Context: an optimization exercise on an open-source flow, tuned for small area. The choices shown serve that exercise and are no tape-out recipe. The RTL was checked by simulation tests, not by an equivalence proof against the original design. Power and IR drop assume default switching activity.

==> inputs of job 9950 <==
==> flow/design.v <==
module dc_aoi222 (
  input  logic [2:0] d,
  input  logic [2:0] s,
  output logic       y
);
  assign y = ~|(d & s);
endmodule
module dc_nand2 (
  input  logic d,
  input  logic s,
  output logic y
);
  assign y = ~(d & s);
endmodule
module dc_and3 (
  input  logic [2:0] a,
  output logic       y
);
  assign y = &a;
endmodule
module dc_nand4 (
  input  logic [3:0] a,
  output logic       y
);
  assign y = ~&a;
endmodule
module dc_nor2 (
  input  logic a,
  input  logic b,
  output logic y
);
  assign y = ~(a | b);
endmodule
module dc_sel4 (
  input  logic [3:0] d,
  input  logic [3:0] s,
  output logic       y
);
  logic [1:0] t;
  dc_aoi222 u0 (.d(d[2:0]), .s(s[2:0]), .y(t[0]));
  dc_nand2  u1 (.d(d[3]),   .s(s[3]),   .y(t[1]));
  dc_nand2  u2 (.d(t[0]),   .s(t[1]),   .y(y));
endmodule
module dc_sel16 (
  input  logic [15:0] d,
  input  logic [15:0] s,
  output logic        y
);
  logic [5:0] t;
  logic       u;
  dc_aoi222 u0 (.d(d[2:0]),   .s(s[2:0]),   .y(t[0]));
  dc_aoi222 u1 (.d(d[5:3]),   .s(s[5:3]),   .y(t[1]));
  dc_aoi222 u2 (.d(d[8:6]),   .s(s[8:6]),   .y(t[2]));
  dc_aoi222 u3 (.d(d[11:9]),  .s(s[11:9]),  .y(t[3]));
  dc_aoi222 u4 (.d(d[14:12]), .s(s[14:12]), .y(t[4]));
  dc_nand2  u5 (.d(d[15]),    .s(s[15]),    .y(t[5]));
  dc_and3   u6 (.a(t[2:0]), .y(u));
  dc_nand4  u7 (.a({u, t[5:3]}), .y(y));
endmodule
module l1_dcache_ctrl #(
  parameter int ADDR_WIDTH = 32,
  parameter int DATA_WIDTH = 32,
  parameter int LINE_WORDS = 4,
  parameter int NUM_LINES  = 16
) (
  input  logic                             clk,
  input  logic                             rst,
  input  logic                             cpu_req,
  input  logic                             cpu_we,
  input  logic [ADDR_WIDTH-1:0]            cpu_addr,
  input  logic [DATA_WIDTH-1:0]            cpu_wdata,
  input  logic [DATA_WIDTH/8-1:0]          cpu_wstrb,
  output logic [DATA_WIDTH-1:0]            cpu_rdata,
  output logic                             mem_stall,
  output logic                             mem_req,
  output logic                             mem_we,
  output logic [ADDR_WIDTH-1:0]            mem_addr,
  output logic [DATA_WIDTH*LINE_WORDS-1:0] mem_wdata,
  input  logic [DATA_WIDTH*LINE_WORDS-1:0] mem_rdata,
  input  logic                             mem_ack
);
  localparam int NB     = DATA_WIDTH / 8;
  localparam int BOFF_W = $clog2(NB);
  localparam int OFF_W  = $clog2(LINE_WORDS);
  localparam int IDX_W  = $clog2(NUM_LINES);
  localparam int LO_W   = BOFF_W + OFF_W;
  localparam int TAG_W  = ADDR_WIDTH - LO_W - IDX_W;
  localparam int LINE_W = DATA_WIDTH * LINE_WORDS;
  logic busy;
  logic wb;
  logic [NUM_LINES-1:0] valid;
  logic [NUM_LINES-1:0] dirty;
  logic [TAG_W-1:0]     tag_arr  [NUM_LINES];
  logic [LINE_W-1:0]    data_arr [NUM_LINES];
  logic [OFF_W-1:0]  word_sel;
  logic [IDX_W-1:0]  idx;
  logic [TAG_W-1:0]  addr_tag;
  logic [TAG_W-1:0]  cur_tag;
  logic [LINE_W-1:0] cur_line;
  logic [LINE_W-1:0] wr_data;
  logic              hit;
  logic              fill;
  logic              store;
  logic              to_alloc;
  assign word_sel = cpu_addr[BOFF_W +: OFF_W];
  assign idx      = cpu_addr[LO_W +: IDX_W];
  assign addr_tag = cpu_addr[ADDR_WIDTH-1 -: TAG_W];
  logic [NUM_LINES-1:0] sel;
  always_comb begin
    sel      = '0;
    sel[idx] = 1'b1;
  end
  for (genvar i = 0; i < LINE_W; i++) begin : g_rd
    logic [NUM_LINES-1:0] col;
    for (genvar l = 0; l < NUM_LINES; l++) begin : g_col
      assign col[l] = data_arr[l][i];
    end
    dc_sel16 u_sel (.d(col), .s(sel), .y(cur_line[i]));
  end
  for (genvar i = 0; i < TAG_W; i++) begin : g_tg
    logic [NUM_LINES-1:0] col;
    for (genvar l = 0; l < NUM_LINES; l++) begin : g_col
      assign col[l] = tag_arr[l][i];
    end
    dc_sel16 u_sel (.d(col), .s(sel), .y(cur_tag[i]));
  end
  assign hit      = cpu_req & valid[idx] & (cur_tag == addr_tag);
  logic [LINE_WORDS-1:0] wsel;
  always_comb begin
    wsel           = '0;
    wsel[word_sel] = 1'b1;
  end
  for (genvar i = 0; i < DATA_WIDTH; i++) begin : g_wd
    logic [LINE_WORDS-1:0] col;
    for (genvar w = 0; w < LINE_WORDS; w++) begin : g_col
      assign col[w] = cur_line[w*DATA_WIDTH + i];
    end
    dc_sel4 u_sel (.d(col), .s(wsel), .y(cpu_rdata[i]));
  end
  assign mem_stall = ~rst & (busy | (cpu_req & ~hit));
  assign mem_req   = busy;
  assign mem_we    = wb;
  assign mem_addr  = {cur_tag, idx, {LO_W{1'b0}}};
  assign mem_wdata = cur_line;
  assign fill    = busy & ~wb & mem_ack;
  assign to_alloc = busy ? (wb & mem_ack) : (cpu_req & ~hit & ~dirty[idx]);
  assign store   = ~busy & hit & cpu_we;
  assign wr_data = busy ? mem_rdata : {LINE_WORDS{cpu_wdata}};
  logic [LINE_WORDS*NB-1:0]            ben_n;
  logic                                ten_n;
  logic [NUM_LINES-1:0]                tag_we;
  logic [NUM_LINES*LINE_WORDS*NB-1:0]  data_we;
  always_comb begin
    for (int w = 0; w < LINE_WORDS; w++)
      for (int b = 0; b < NB; b++)
        ben_n[w*NB+b] = ~(fill | (store & wsel[w] & cpu_wstrb[b]));
  end
  assign ten_n = ~to_alloc;
  for (genvar l = 0; l < NUM_LINES; l++) begin : g_we
    dc_nor2 u_t (.a(~sel[l]), .b(ten_n), .y(tag_we[l]));
    for (genvar j = 0; j < LINE_WORDS*NB; j++) begin : g_b
      dc_nor2 u_d (.a(~sel[l]), .b(ben_n[j]), .y(data_we[l*LINE_WORDS*NB+j]));
    end
  end
  always_ff @(posedge clk) begin
    for (int l = 0; l < NUM_LINES; l++) begin
      if (tag_we[l])
        tag_arr[l] <= addr_tag;
      for (int j = 0; j < LINE_WORDS*NB; j++) begin
        if (data_we[l*LINE_WORDS*NB+j])
          data_arr[l][j*8 +: 8] <= wr_data[j*8 +: 8];
      end
    end
  end
  always_ff @(posedge clk or posedge rst) begin
    if (rst) begin
      busy  <= 1'b0;
      wb    <= 1'b0;
      valid <= '0;
      dirty <= '0;
    end else begin
      if (busy) begin
        if (mem_ack) begin
          wb <= 1'b0;
          if (!wb) busy <= 1'b0;
        end
      end else begin
        wb <= dirty[idx];
        if (cpu_req && !hit) busy <= 1'b1;
      end
      if (fill) begin
        valid[idx] <= 1'b1;
        dirty[idx] <= 1'b0;
      end else if (store) begin
        dirty[idx] <= 1'b1;
      end
    end
  end
endmodule
==> flow/flow/run.sh <==
#!/bin/bash
set -euo pipefail
export BUFFER_PORTS_ARGS="-buffer_cell sky130_fd_sc_hd__buf_1"
export CTS_ARGS="-sink_clustering_enable -repair_clock_nets -dont_use_dummy_load -buf_list {sky130_fd_sc_hd__clkbuf_8 sky130_fd_sc_hd__clkbuf_16} -root_buf sky130_fd_sc_hd__clkbuf_16 -sink_clustering_buffer sky130_fd_sc_hd__clkbuf_8 -sink_buffer_max_cap_derate 0.04 -sink_clustering_size 14 -sink_clustering_max_diameter 60"
bash standard.sh > standard_flow.log 2>&1
==> flow/standard.sh <==
#!/bin/bash
# synth_recipe.tcl (not shown) runs the flow's synth.tcl, then flattens the netlist and writes it again
# the make line also repeats each setting of config.mk as NAME=value (left out here)
make -C /OpenROAD-flow-scripts/flow DESIGN_CONFIG=/design/flow/config.mk WORK_HOME=/design/flow/orfs CLKGATE_MAP_FILE= SYNTH_SCRIPT=/design/flow/synth_recipe.tcl "${@:-finish}"
==> flow/config.mk <==
export PLATFORM = sky130hd
export DESIGN_NAME = l1_dcache_ctrl
export DESIGN_NICKNAME = l1_dcache_ctrl
export VERILOG_FILES = /design/flow/design.v
export SDC_FILE = /design/flow/constraint.sdc
export NUM_CORES = 4
export LEC_CHECK = 0
export CAP_MARGIN = 20
export CORE_MARGIN = 2
export CORE_UTILIZATION = 40
export SLEW_MARGIN = 20
export SYNTH_HIERARCHICAL = 1
==> flow/constraint.sdc <==
create_clock -name core_clock -period 10.0 [get_ports {clk}]
set_input_delay 2.0000 -clock core_clock [delete_from_list [all_inputs] [get_ports {clk}]]
set_output_delay 2.0000 -clock core_clock [all_outputs]
set_load 0.01 [all_outputs]
==> job 963 (differences from job 9950) <==
==> flow/design.v, changed modules only <==
module dc_hold (
  input  logic en,
  input  logic en_n,
  input  logic d,
  input  logic q,
  output logic y
);
  assign y = (en & d) | (en_n & q);
endmodule
module l1_dcache_ctrl #(
  parameter int ADDR_WIDTH = 32,
  parameter int DATA_WIDTH = 32,
  parameter int LINE_WORDS = 4,
  parameter int NUM_LINES  = 16
) (
  input  logic                             clk,
  input  logic                             rst,
  input  logic                             cpu_req,
  input  logic                             cpu_we,
  input  logic [ADDR_WIDTH-1:0]            cpu_addr,
  input  logic [DATA_WIDTH-1:0]            cpu_wdata,
  input  logic [DATA_WIDTH/8-1:0]          cpu_wstrb,
  output logic [DATA_WIDTH-1:0]            cpu_rdata,
  output logic                             mem_stall,
  output logic                             mem_req,
  output logic                             mem_we,
  output logic [ADDR_WIDTH-1:0]            mem_addr,
  output logic [DATA_WIDTH*LINE_WORDS-1:0] mem_wdata,
  input  logic [DATA_WIDTH*LINE_WORDS-1:0] mem_rdata,
  input  logic                             mem_ack
);
  localparam int NB     = DATA_WIDTH / 8;
  localparam int BOFF_W = $clog2(NB);
  localparam int OFF_W  = $clog2(LINE_WORDS);
  localparam int IDX_W  = $clog2(NUM_LINES);
  localparam int LO_W   = BOFF_W + OFF_W;
  localparam int TAG_W  = ADDR_WIDTH - LO_W - IDX_W;
  localparam int LINE_W = DATA_WIDTH * LINE_WORDS;
  logic busy;
  logic wb;
  logic [NUM_LINES-1:0] valid;
  logic [NUM_LINES-1:0] dirty;
  logic [TAG_W-1:0]     tag_arr  [NUM_LINES];
  logic [LINE_W-1:0]    data_arr [NUM_LINES];
  logic [OFF_W-1:0]  word_sel;
  logic [IDX_W-1:0]  idx;
  logic [TAG_W-1:0]  addr_tag;
  logic [TAG_W-1:0]  cur_tag;
  logic [LINE_W-1:0] cur_line;
  logic [LINE_W-1:0] wr_data;
  logic              hit;
  logic              fill;
  logic              store;
  logic              to_alloc;
  assign word_sel = cpu_addr[BOFF_W +: OFF_W];
  assign idx      = cpu_addr[LO_W +: IDX_W];
  assign addr_tag = cpu_addr[ADDR_WIDTH-1 -: TAG_W];
  logic [NUM_LINES-1:0] sel;
  always_comb begin
    sel      = '0;
    sel[idx] = 1'b1;
  end
  for (genvar i = 0; i < LINE_W; i++) begin : g_rd
    logic [NUM_LINES-1:0] col;
    for (genvar l = 0; l < NUM_LINES; l++) begin : g_col
      assign col[l] = data_arr[l][i];
    end
    dc_sel16 u_sel (.d(col), .s(sel), .y(cur_line[i]));
  end
  for (genvar i = 0; i < TAG_W; i++) begin : g_tg
    logic [NUM_LINES-1:0] col;
    for (genvar l = 0; l < NUM_LINES; l++) begin : g_col
      assign col[l] = tag_arr[l][i];
    end
    dc_sel16 u_sel (.d(col), .s(sel), .y(cur_tag[i]));
  end
  logic cur_valid;
  logic cur_dirty;
  dc_sel16 u_valid (.d(valid), .s(sel), .y(cur_valid));
  dc_sel16 u_dirty (.d(dirty), .s(sel), .y(cur_dirty));
  assign hit      = cpu_req & cur_valid & (cur_tag == addr_tag);
  logic [LINE_WORDS-1:0] wsel;
  always_comb begin
    wsel           = '0;
    wsel[word_sel] = 1'b1;
  end
  for (genvar i = 0; i < DATA_WIDTH; i++) begin : g_wd
    logic [LINE_WORDS-1:0] col;
    for (genvar w = 0; w < LINE_WORDS; w++) begin : g_col
      assign col[w] = cur_line[w*DATA_WIDTH + i];
    end
    dc_sel4 u_sel (.d(col), .s(wsel), .y(cpu_rdata[i]));
  end
  assign mem_stall = ~rst & (busy | (cpu_req & ~hit));
  assign mem_req   = busy;
  assign mem_we    = wb;
  assign mem_addr  = {cur_tag, idx, {LO_W{1'b0}}};
  assign mem_wdata = cur_line;
  assign fill    = busy & ~wb & mem_ack;
  assign to_alloc = busy ? (wb & mem_ack) : (cpu_req & ~hit & ~cur_dirty);
  assign store   = ~busy & hit & cpu_we;
  assign wr_data = busy ? mem_rdata : {LINE_WORDS{cpu_wdata}};
  logic [LINE_WORDS*NB-1:0]            ben;
  logic [LINE_WORDS*NB-1:0]            ben_n;
  logic                                ten_n;
  logic [NUM_LINES-1:0]                tag_we;
  logic [NUM_LINES-1:0]                tag_we_n;
  logic [NUM_LINES*LINE_WORDS*NB-1:0]  data_we;
  logic [NUM_LINES*LINE_WORDS*NB-1:0]  data_we_n;
  always_comb begin
    for (int w = 0; w < LINE_WORDS; w++)
      for (int b = 0; b < NB; b++)
        ben[w*NB+b] = fill | (store & wsel[w] & cpu_wstrb[b]);
  end
  assign ben_n = ~ben;
  assign ten_n = ~to_alloc;
  for (genvar l = 0; l < NUM_LINES; l++) begin : g_we
    dc_nor2  u_t  (.a(~sel[l]), .b(ten_n), .y(tag_we[l]));
    dc_nand2 u_tn (.d(sel[l]), .s(to_alloc), .y(tag_we_n[l]));
    for (genvar j = 0; j < LINE_WORDS*NB; j++) begin : g_b
      dc_nor2  u_d  (.a(~sel[l]), .b(ben_n[j]), .y(data_we[l*LINE_WORDS*NB+j]));
      dc_nand2 u_dn (.d(sel[l]), .s(ben[j]), .y(data_we_n[l*LINE_WORDS*NB+j]));
    end
  end
  logic [TAG_W-1:0]  tag_nx  [NUM_LINES];
  logic [LINE_W-1:0] data_nx [NUM_LINES];
  for (genvar l = 0; l < NUM_LINES; l++) begin : g_nx
    for (genvar i = 0; i < TAG_W; i++) begin : g_t
      dc_hold u_h (.en(tag_we[l]), .en_n(tag_we_n[l]), .d(addr_tag[i]),
                   .q(tag_arr[l][i]), .y(tag_nx[l][i]));
    end
    for (genvar i = 0; i < LINE_W; i++) begin : g_d
      dc_hold u_h (.en(data_we[l*LINE_WORDS*NB+i/8]), .en_n(data_we_n[l*LINE_WORDS*NB+i/8]),
                   .d(wr_data[i]), .q(data_arr[l][i]), .y(data_nx[l][i]));
    end
  end
  always_ff @(posedge clk) begin
    for (int l = 0; l < NUM_LINES; l++) begin
      tag_arr[l]  <= tag_nx[l];
      data_arr[l] <= data_nx[l];
    end
  end
  always_ff @(posedge clk or posedge rst) begin
    if (rst) begin
      busy  <= 1'b0;
      wb    <= 1'b0;
      valid <= '0;
      dirty <= '0;
    end else begin
      if (busy) begin
        if (mem_ack) begin
          wb <= 1'b0;
          if (!wb) busy <= 1'b0;
        end
      end else begin
        wb <= cur_dirty;
        if (cpu_req && !hit) busy <= 1'b1;
      end
      if (fill) begin
        valid[idx] <= 1'b1;
        dirty[idx] <= 1'b0;
      end else if (store) begin
        dirty[idx] <= 1'b1;
      end
    end
  end
endmodule
==> flow/flow/run.sh (replaced) <==
#!/bin/bash
set -euo pipefail
export BUFFER_PORTS_ARGS="-buffer_cell sky130_fd_sc_hd__buf_1"
export CTS_ARGS="-sink_clustering_enable -repair_clock_nets -dont_use_dummy_load -buf_list {sky130_fd_sc_hd__buf_6 sky130_fd_sc_hd__buf_8} -root_buf sky130_fd_sc_hd__buf_8 -sink_clustering_buffer sky130_fd_sc_hd__buf_6 -sink_buffer_max_cap_derate 0.04 -sink_clustering_size 16 -sink_clustering_max_diameter 60"
bash standard.sh > standard_flow.log 2>&1
- CAP_MARGIN: 20 -> 5
- CORE_UTILIZATION: 40 -> 55
- SLEW_MARGIN: 20 -> 5
==> notes <==
Of job 963 and job 9950, job 963 has the higher total power (gap 23%, measured against job 9950).
Of job 9950 and job 963, job 963 has the higher routed wire length (gap about 20%, measured against job 963).
Sequential share of layout area: job 9950 is higher than job 963 (23 points).
Register-to-register slack: job 963 is better than job 9950 (0.45 ns).
Between job 963 and job 9950, the lower sequential power is in job 9950 (gap 18%, measured against job 9950).
Against job 963, the combinational power of job 9950 is smaller by about 60%.
Global-route usage: job 963 is higher than job 9950 (16 points).
Of job 963 and job 9950, job 9950 has the higher maximum frequency (gap about 2.2%, measured against job 9950).
==> figures <==
Share of the core filled with cells in the final layout: job 9950 44.23%; job 963 59.80%
Number of flops mapped to enable cells by yosys: job 9950 2432; job 963 0
Met2 GRT Util: job 9950 35.56%; job 963 57.11%
Top achievable clock speed: job 9950 0.1108 GHz; job 963 0.1084 GHz
Total power after layout: job 9950 18.70 mW; job 963 23.09 mW
Floorplan die height: job 9950 473.9 um; job 963 400.2 um
Most common cell after layout, fill and taps aside: job 9950 sky130_fd_sc_hd__edfxtp_1; job 963 sky130_fd_sc_hd__a22o_1
Xor/xnor cell area share of the yosys netlist: job 9950 0.2479%; job 963 0.2434%
Placer congestion estimate: job 9950 0.7998; job 963 0.8841
Power per standard cell area: job 9950 192.6 mW/mm^2; job 963 247.4 mW/mm^2
Clk root buf: job 9950 sky130_fd_sc_hd__clkbuf_16; job 963 sky130_fd_sc_hd__buf_8
Most common cell in the synthesized netlist: job 9950 sky130_fd_sc_hd__edfxtp_1; job 963 sky130_fd_sc_hd__a22o_1
Highest fanout seen on the critical path: job 9950 58; job 963 108
DRC marker count from the first detailed-route iteration: job 9950 9321; job 963 12676
Fillers: job 9950 19030; job 963 13253
Largest area contributor in the synthesized netlist: job 9950 sky130_fd_sc_hd__edfxtp_1; job 963 sky130_fd_sc_hd__dfxtp_1
Fraction of power spent switching nets: job 9950 24.30%; job 963 30.43%
Outcome: job 9950 no timing/DRC/antenna violations; job 963 no timing/DRC/antenna violations

## what the ideal ports hide
Ports are ideal in the flow. The routed layouts listed here were re-timed in OpenROAD. Step 1 assumes that a clkbuf_16 drives the clock port and a buf_2 every other input. Step 2, shift: input delay + t, output delay - t, t = (earliest + latest rising clock arrival at the registers) / 2. This alone moves slack from input paths to output paths. Slacks: ideal / step 1 / step 2; pairs: ideal / step 1.
run	t, ns	setup slack, ns	worst setup path after step 2	slew at the worst register clock pin (ns)	worst slew at a driven data input, ns
job 9950	0.868	0.975 / 0.947 / 0.947	input to output	0.09 / 0.09	0.13
job 963	0.898	0.772 / 0.747 / 0.747	input to output	0.12 / 0.12	0.27
After both steps every run listed still meets setup and hold. For job 9950, which loses most, drivers alone change the setup slack by -0.028 ns; drivers and shift together by -0.028 ns.
